This design comes from an exercise in tuning for small area, a short achievable clock period and few clock cycles per item on the open sky130 flow, not from production work. The RTL was checked by simulation tests, not by an equivalence proof against the original design. Power and IR drop assume default switching activity.

<file path="run.sh">
#!/bin/bash
# synth_recipe.tcl (not shown) runs the flow's synth.tcl, then flattens the netlist and writes it again
# the make line also repeats each setting of config.mk as NAME=value (left out here)
make -C /OpenROAD-flow-scripts/flow DESIGN_CONFIG=/design/flow/config.mk WORK_HOME=/design/flow/orfs CLKGATE_MAP_FILE= SYNTH_SCRIPT=/design/flow/synth_recipe.tcl finish
</file>
<file path="config.mk">
export PLATFORM = sky130hd
export DESIGN_NAME = sorted_priority_queue
export DESIGN_NICKNAME = sorted_priority_queue
export VERILOG_FILES = /design/flow/design.v
export SDC_FILE = /design/flow/constraint.sdc
export NUM_CORES = 4
export LEC_CHECK = 0
export CAP_MARGIN = 20
export CORE_MARGIN = 2
export CORE_UTILIZATION = 40
export SETUP_SLACK_MARGIN = 0.15
export SLEW_MARGIN = 20
</file>
<file path="constraint.sdc">
create_clock -name core_clock -period 4.4 [get_ports {i_clk}]
set_input_delay 0.8800 -clock core_clock [delete_from_list [all_inputs] [get_ports {i_clk}]]
set_output_delay 0.8800 -clock core_clock [all_outputs]
set_load 0.01 [all_outputs]
</file>
<file path="design.v">
package spq_pkg;
    localparam int ValueW  = 16;
    localparam int WeightW = 24;
    localparam int SlotW   = 1 + ValueW + WeightW;
    typedef enum logic [0:0] {
        CMD_ENQ = 1'b0,
        CMD_DEQ = 1'b1
    } t_cmd;
    typedef enum logic [1:0] {
        ST_OK    = 2'd0,
        ST_EMPTY = 2'd1,
        ST_FULL  = 2'd2
    } t_status;
    typedef struct packed {
        logic               valid;
        logic [ValueW-1:0]  value;
        logic [WeightW-1:0] weight;
    } t_slot;
    typedef struct packed {
        logic               enq;
        logic               deq;
        logic               head_ins;
        logic [ValueW-1:0]  value;
        logic [WeightW-1:0] weight;
    } t_op;
endpackage
module spq_cell (
    input  logic                        i_clk,
    input  logic                        i_rst_n,
    input  logic                        i_first,
    input  logic                        i_enq,
    input  logic                        i_deq,
    input  logic                        i_head_ins,
    input  logic [spq_pkg::ValueW-1:0]  i_value,
    input  logic [spq_pkg::WeightW-1:0] i_weight,
    input  logic [spq_pkg::SlotW-1:0]   i_left,
    input  logic                        i_left_shift,
    input  logic [spq_pkg::SlotW-1:0]   i_right,
    output logic [spq_pkg::SlotW-1:0]   o_slot,
    output logic                        o_shift
);
    localparam int ValidB = spq_pkg::SlotW - 1;
    localparam int WtW    = spq_pkg::WeightW;
    logic                        r_valid;
    logic [spq_pkg::ValueW-1:0]  r_value;
    logic [spq_pkg::WeightW-1:0] r_weight;
    assign o_shift = i_head_ins
                   || (!i_first && (!r_valid || r_weight >= i_weight));
    assign o_slot = {r_valid, r_value, r_weight};
    always_ff @(posedge i_clk) begin
        if (!i_rst_n) begin
            r_valid <= 1'b0;
        end else if (i_enq) begin
            if (i_left_shift) begin
                r_valid <= i_left[ValidB];
            end else if (o_shift) begin
                r_valid <= 1'b1;
            end
        end else if (i_deq) begin
            r_valid <= i_right[ValidB];
        end
    end
    always_ff @(posedge i_clk) begin
        if (i_enq) begin
            if (i_left_shift) begin
                r_value  <= i_left[ValidB-1:WtW];
                r_weight <= i_left[WtW-1:0];
            end else if (o_shift) begin
                r_value  <= i_value;
                r_weight <= i_weight;
            end
        end else if (i_deq) begin
            r_value  <= i_right[ValidB-1:WtW];
            r_weight <= i_right[WtW-1:0];
        end
    end
endmodule
module sorted_priority_queue #(
    parameter int DEPTH = 16
) (
    input  logic        i_clk,
    input  logic        i_rst_n,
    input  logic        s_axis_tvalid,
    output logic        s_axis_tready,
    input  logic [39:0] s_axis_tdata,   
    input  logic [0:0]  s_axis_tuser,   
    output logic        m_axis_tvalid,
    input  logic        m_axis_tready,
    output logic [23:0] m_axis_tdata,   
    output logic [1:0]  m_axis_tuser    
);
    localparam int CntW = $clog2(DEPTH + 1);
    logic [CntW-1:0]   r_count;
    logic [CntW-1:0]   n_count;
    logic              r_out_valid;
    logic [15:0]       r_out_value;
    logic [1:0]        r_out_status;
    logic              r_out_empty;
    logic [4:0]        r_out_count;
    logic              w_accept;
    logic              w_full;
    logic              w_empty;
    spq_pkg::t_op      w_op;
    logic [DEPTH-1:0][spq_pkg::SlotW-1:0] w_slot;
    spq_pkg::t_slot    w_head;
    logic [DEPTH-1:0]  w_shift;
    spq_pkg::t_status  w_status;
    logic [CntW+4:0]   w_cnt_ext;
    assign s_axis_tready = i_rst_n && (!r_out_valid || m_axis_tready);
    assign w_accept      = s_axis_tvalid && s_axis_tready;
    assign w_full        = (r_count == CntW'(DEPTH));
    assign w_empty       = (r_count == '0);
    assign w_head = w_slot[0];
    always_comb begin
        w_op.value    = s_axis_tdata[15:0];
        w_op.weight   = s_axis_tdata[39:16];
        w_op.enq      = w_accept && (s_axis_tuser[0] == spq_pkg::CMD_ENQ) && !w_full;
        w_op.deq      = w_accept && (s_axis_tuser[0] == spq_pkg::CMD_DEQ) && !w_empty;
        w_op.head_ins = !w_head.valid || (w_head.weight > w_op.weight);
    end
    always_comb begin
        n_count  = r_count;
        w_status = spq_pkg::ST_OK;
        if (s_axis_tuser[0] == spq_pkg::CMD_ENQ) begin
            if (w_full) begin
                w_status = spq_pkg::ST_FULL;
            end else begin
                n_count = r_count + CntW'(1);
            end
        end else begin
            if (w_empty) begin
                w_status = spq_pkg::ST_EMPTY;
            end else begin
                n_count = r_count - CntW'(1);
            end
        end
    end
    assign w_cnt_ext = {5'd0, n_count};
    for (genvar g = 0; g < DEPTH; g++) begin : g_cell
        logic [spq_pkg::SlotW-1:0] w_left;
        logic [spq_pkg::SlotW-1:0] w_right;
        logic           w_left_shift;
        if (g == 0) begin : g_head
            assign w_left       = '0;
            assign w_left_shift = 1'b0;
        end else begin : g_body
            assign w_left       = w_slot[g-1];
            assign w_left_shift = w_shift[g-1];
        end
        if (g == DEPTH - 1) begin : g_tail
            assign w_right = '0;
        end else begin : g_mid
            assign w_right = w_slot[g+1];
        end
        spq_cell u_cell (
            .i_clk        (i_clk),
            .i_rst_n      (i_rst_n),
            .i_first      (g == 0),
            .i_enq        (w_op.enq),
            .i_deq        (w_op.deq),
            .i_head_ins   (w_op.head_ins),
            .i_value      (w_op.value),
            .i_weight     (w_op.weight),
            .i_left       (w_left),
            .i_left_shift (w_left_shift),
            .i_right      (w_right),
            .o_slot       (w_slot[g]),
            .o_shift      (w_shift[g])
        );
    end
    always_ff @(posedge i_clk) begin
        if (!i_rst_n) begin
            r_count     <= '0;
            r_out_valid <= 1'b0;
        end else begin
            if (w_accept) begin
                r_count     <= n_count;
                r_out_valid <= 1'b1;
            end else if (m_axis_tready) begin
                r_out_valid <= 1'b0;
            end
        end
    end
    always_ff @(posedge i_clk) begin
        if (w_accept) begin
            r_out_value  <= w_op.deq ? w_head.value : 16'd0;
            r_out_status <= w_status;
            r_out_empty  <= (n_count == '0);
            r_out_count  <= w_cnt_ext[4:0];
        end
    end
    assign m_axis_tvalid = r_out_valid;
    assign m_axis_tdata  = {2'b00, r_out_count, r_out_empty, r_out_value};
    assign m_axis_tuser  = r_out_status;
endmodule
</file>
==> results.txt <==
==> layout make-up <==
cell class	instances	area, um2
diodes	3	7.51
clock buffers	100	2100
clock inverters	37	282
fillers	9230	53500
inverters	51	191
multi-input cells	2751	20200
flip-flops and latches	686	20400
well taps	1380	1730
repair buffers	465	4900
==> timing repair <==
action	4_1_cts	5_1_grt
resized for setup	2	3
pin swaps	1	1
setup buffers	2	0
hold buffers	0	0
endpoints found under the setup margin	120	106
==> per-layer routing <==
layer  global-route usage, %  vias to the layer above
met5                       0                        -
met4                    13.0                        2
met3                    6.35                      393
met2                    46.2                     2278
met1                    42.4                    18000
li1                        -                    15600
==> critical path, cell delays in order <==
cell and delay [ns]:
sky130_fd_sc_hd__clkdlybuf4s50_1 0.65, sky130_fd_sc_hd__inv_1 0.08, sky130_fd_sc_hd__buf_4 0.18, sky130_fd_sc_hd__buf_4 0.17, sky130_fd_sc_hd__ha_1 0.31, sky130_fd_sc_hd__a21oi_1 0.22
sky130_fd_sc_hd__o21ai_0 0.30, sky130_fd_sc_hd__a21oi_2 0.32, sky130_fd_sc_hd__o31ai_4 0.20, sky130_fd_sc_hd__a2111oi_4 0.37, sky130_fd_sc_hd__buf_4 0.22, sky130_fd_sc_hd__and2_1 0.34
sky130_fd_sc_hd__a21oi_4 0.17, sky130_fd_sc_hd__buf_12 0.23
==> flip-flops by register name, indices dropped and copies added (netlist names) <==
register	flops
r_out_status	2
r_out_empty	1
r_out_valid	1
r_out_value	16
g_cell.u_cell.r_weight	384
g_cell.u_cell.r_valid	16
g_cell.u_cell.r_value	256
r_count	5
r_out_count	5
==> through the flow <==
| stage | setup slack, ns | cells | hold slack (ns) | instance area (um2) |
|---|---|---|---|---|
| after global placement | -0.911 | 5331 | 0.493 | 47300 |
| after CTS | 0.198 | 5470 | 0.517 | 49700 |
| after global routing | 0.150 | 5470 | 0.551 | 49700 |
| final | 0.122 | 5473 | 0.512 | 49700 |
| after detailed placement | -0.929 | 5331 | 0.507 | 47300 |
| after floorplan | -0.126 | 3792 | 0.458 | 41700 |
==> power breakdown <==
group          internal [W]  leakage [nW]  switching, W
clock               0.00354          1.16       0.00286
sequential          0.00776          6.34      0.000378
combinational       0.00122          11.9       0.00192
total                0.0125          19.4       0.00515
==> final timing paths <==
kind	start	endpoint	cells after the start
max	s_axis_tdata[31]	g_cell[11].u_cell.r_value[0]	14
min	r_out_valid	r_out_valid	2
max reg2reg	g_cell[0].u_cell.r_weight[19]	g_cell[15].u_cell.r_weight[8]	10
min reg2reg	r_out_valid	r_out_valid	2
==> logic make-up (layout without fill, tap and decap cells) <==
group           count (synthesis)  in the layout  synth area share, %
fa+ha+maj                     386            386                 11.6
flops                         686            686                 49.1
other cells                     1              5              0.00903
simple gates                 1235           1235                 14.4
mux                            42             42                 1.01
xor+xnor                        1              1               0.0211
buf+inv                       355            653                 3.48
compound gates               1085           1085                 20.3
==> layout by cell type (no fill, tap or decap), types with 6 or more instances in the layout <==
master,synthesis,layout
sky130_fd_sc_hd__nor3b_1,7,7
sky130_fd_sc_hd__a31oi_4,0,6
sky130_fd_sc_hd__inv_1,51,50
sky130_fd_sc_hd__o211ai_1,213,213
sky130_fd_sc_hd__nor2b_1,23,23
sky130_fd_sc_hd__clkdlybuf4s50_1,0,70
sky130_fd_sc_hd__buf_4,3,296
sky130_fd_sc_hd__a21o_1,39,39
sky130_fd_sc_hd__clkinv_1,0,13
sky130_fd_sc_hd__ha_1,386,386
sky130_fd_sc_hd__a221o_1,363,363
sky130_fd_sc_hd__a31oi_1,95,89
sky130_fd_sc_hd__clkbuf_1,233,17
sky130_fd_sc_hd__a2111oi_0,7,6
sky130_fd_sc_hd__a311oi_1,9,9
sky130_fd_sc_hd__nor2_1,164,161
sky130_fd_sc_hd__a21oi_1,132,115
sky130_fd_sc_hd__o2111ai_1,6,6
sky130_fd_sc_hd__o21a_1,15,11
sky130_fd_sc_hd__buf_12,0,99
sky130_fd_sc_hd__edfxtp_1,664,664
sky130_fd_sc_hd__nand4_1,48,48
sky130_fd_sc_hd__a211oi_1,12,11
sky130_fd_sc_hd__mux2i_1,41,41
sky130_fd_sc_hd__o21ai_0,106,105
sky130_fd_sc_hd__and3_1,219,219
sky130_fd_sc_hd__nor3_1,99,99
sky130_fd_sc_hd__dfxtp_1,22,22
sky130_fd_sc_hd__nand2_1,458,456
sky130_fd_sc_hd__and2_1,106,102
sky130_fd_sc_hd__a21oi_4,0,15
sky130_fd_sc_hd__nand3_1,69,69
sky130_fd_sc_hd__clkinv_2,0,14
sky130_fd_sc_hd__and4_1,7,7
sky130_fd_sc_hd__clkbuf_16,0,79
sky130_fd_sc_hd__nand2b_1,16,14
sky130_fd_sc_hd__o311ai_0,40,40
==> results.txt <==
proportion of layout cells with a drive suffix above 1=13.6%; worst vdd rail ir drop=0.333 mV; number of distinct library cells after synthesis=between 60 and 70; R2R setup slack=0.80 ns; tightest slew margin relative to the limit=31.7%; leakage=just under 20 nW; vias after detailed routing=~36,000; fraction of the yosys area taken by sequential cells=49.1%; cell count after synthesis=~3,800; detailed-routed wire length on met3=between 15,000 and 20,000 um; Worst setup SP type=input port; post-synthesis to final-layout area growth=19.7%; number of max-cap violations=0; Critical Setup Path Class=in -> reg; iteration count of the initial detailed-routing pass=7; PD cells=355 nW/um2; met2 WL post-DR=73,100 um; measured slew at the worst slew-check pin=1.02 ns; flops & latches, synth=686; RePlAce Congestion=0.994; number of enable flip-flop cells after synthesis=664; Max Buffers Root-to-Sink=3; clock latency on the worst-skew pair=0.66 ns; class of the tightest hold or removal check=reg -> reg; most instantiated library cell after synthesis=sky130_fd_sc_hd__edfxtp_1; TritonCTS clock tree=yes; maximum clock frequency=0.234 GHz; Die ar.=106,000 um2; remaining antenna violation count=0; width of the chip=about 330 um; Critical Path Sink Type=flop; pin count of the biggest net entering global routing=96; async set-reset flop share out of synthesis=0%; most used flip-flop cell after synthesis=sky130_fd_sc_hd__edfxtp_1; post-synthesis instance area=41,500 um2; Starting Density=roughly 40%; ratio of final minimum period to clock period=a little over nine tenths; most frequent cells after synthesis=sky130_fd_sc_hd__edfxtp_1 (664), sky130_fd_sc_hd__nand2_1 (458), sky130_fd_sc_hd__ha_1 (386), sky130_fd_sc_hd__a221o_1 (363), sky130_fd_sc_hd__clkbuf_1 (233); routed metal-1 wire length=67,300 um; final hold violation count=0; total number of H-tree levels=3; top post-synthesis cells by area=sky130_fd_sc_hd__edfxtp_1 (48%), sky130_fd_sc_hd__ha_1 (12%), sky130_fd_sc_hd__a221o_1 (8.7%), sky130_fd_sc_hd__nand2_1 (4.1%), sky130_fd_sc_hd__o211ai_1 (3.8%); standard cell core area=103,000 um2; Final nets=4,464; setup repair after global routing missed its margin=yes; CTS clock-pin slew for the worst setup and hold paths=0.06 ns; per-instance average area after synthesis=11.0 um2; final worst clock skew=0.0271 ns; Inserted Clock Buffers=78; clk sink count=686; outcome=complete, no violations; total routing resource utilization after global routing=between 30% and 40%; setup_tns=0 ns; routed via count divided by cell count=6.62; highest fanout seen on the critical path=16; final slew viol count=0; yosys warns=2; HPWL after DPL=118,000 um; number of placed I/O pins=73; count of buffers inserted at the top-level ports=70; Data arrival, critical path=4.67 ns; Final min period=4.28 ns; CTS root buffer=sky130_fd_sc_hd__clkbuf_16; Synth top area share=48.0%; initial antenna violation count=9; number of rows in the core area=118; final design utilization=48.2%; setup violation total in the final timing report=0; via count of the first global-routing pass=34,800; global-route congestion overflow total=0; top routing layer in use=met5; required arrival time at the worst endpoint=4.80 ns; wire length of the first global-routing pass=241,000 um; Wirelength per Cell=30.4 um; number of DRC markers in iteration 0=5,101; routed wire length=about 170,000 um; total power of the final layout=0.0177 W; DRC viols=0; post-synthesis cell type with the largest combined area=sky130_fd_sc_hd__edfxtp_1; vertical die dimension=326 um
Testbench counts, summed over its fixed seeds: cycles 16,008, items 16,000.

separate check: timing with driven ports:
The results above use ideal ports. As a check the final layout listed here was re-extracted and re-timed, cells and wires unchanged. Step 1 (the two cells are an assumption about what drives the block):
set clk [get_ports {i_clk}]
set_driving_cell -lib_cell sky130_fd_sc_hd__clkbuf_16 $clk
set_driving_cell -lib_cell sky130_fd_sc_hd__buf_2 [delete_from_list [all_inputs] $clk]
Step 2 times the ports against the registers' clock, not the clock port: input delays grow and output delays shrink by t, the midpoint of the rising clock arrivals with the driver on. a / b / c = no drivers / after step 1 / after step 2; a / b = the first two.
shift t [ns]: 0.716
setup WS [ns]: 0.122 / 0.165 / -0.551
worst hold slack (ns): 0.512 / 0.512 / 0.512
latest minus earliest clock arrival (ns): 0.028 / 0.028
Met with ideal ports but missed after step 2: setup timing in this run. The setup slack of this run moves by +0.043 ns with the drivers and by -0.673 ns with both steps.
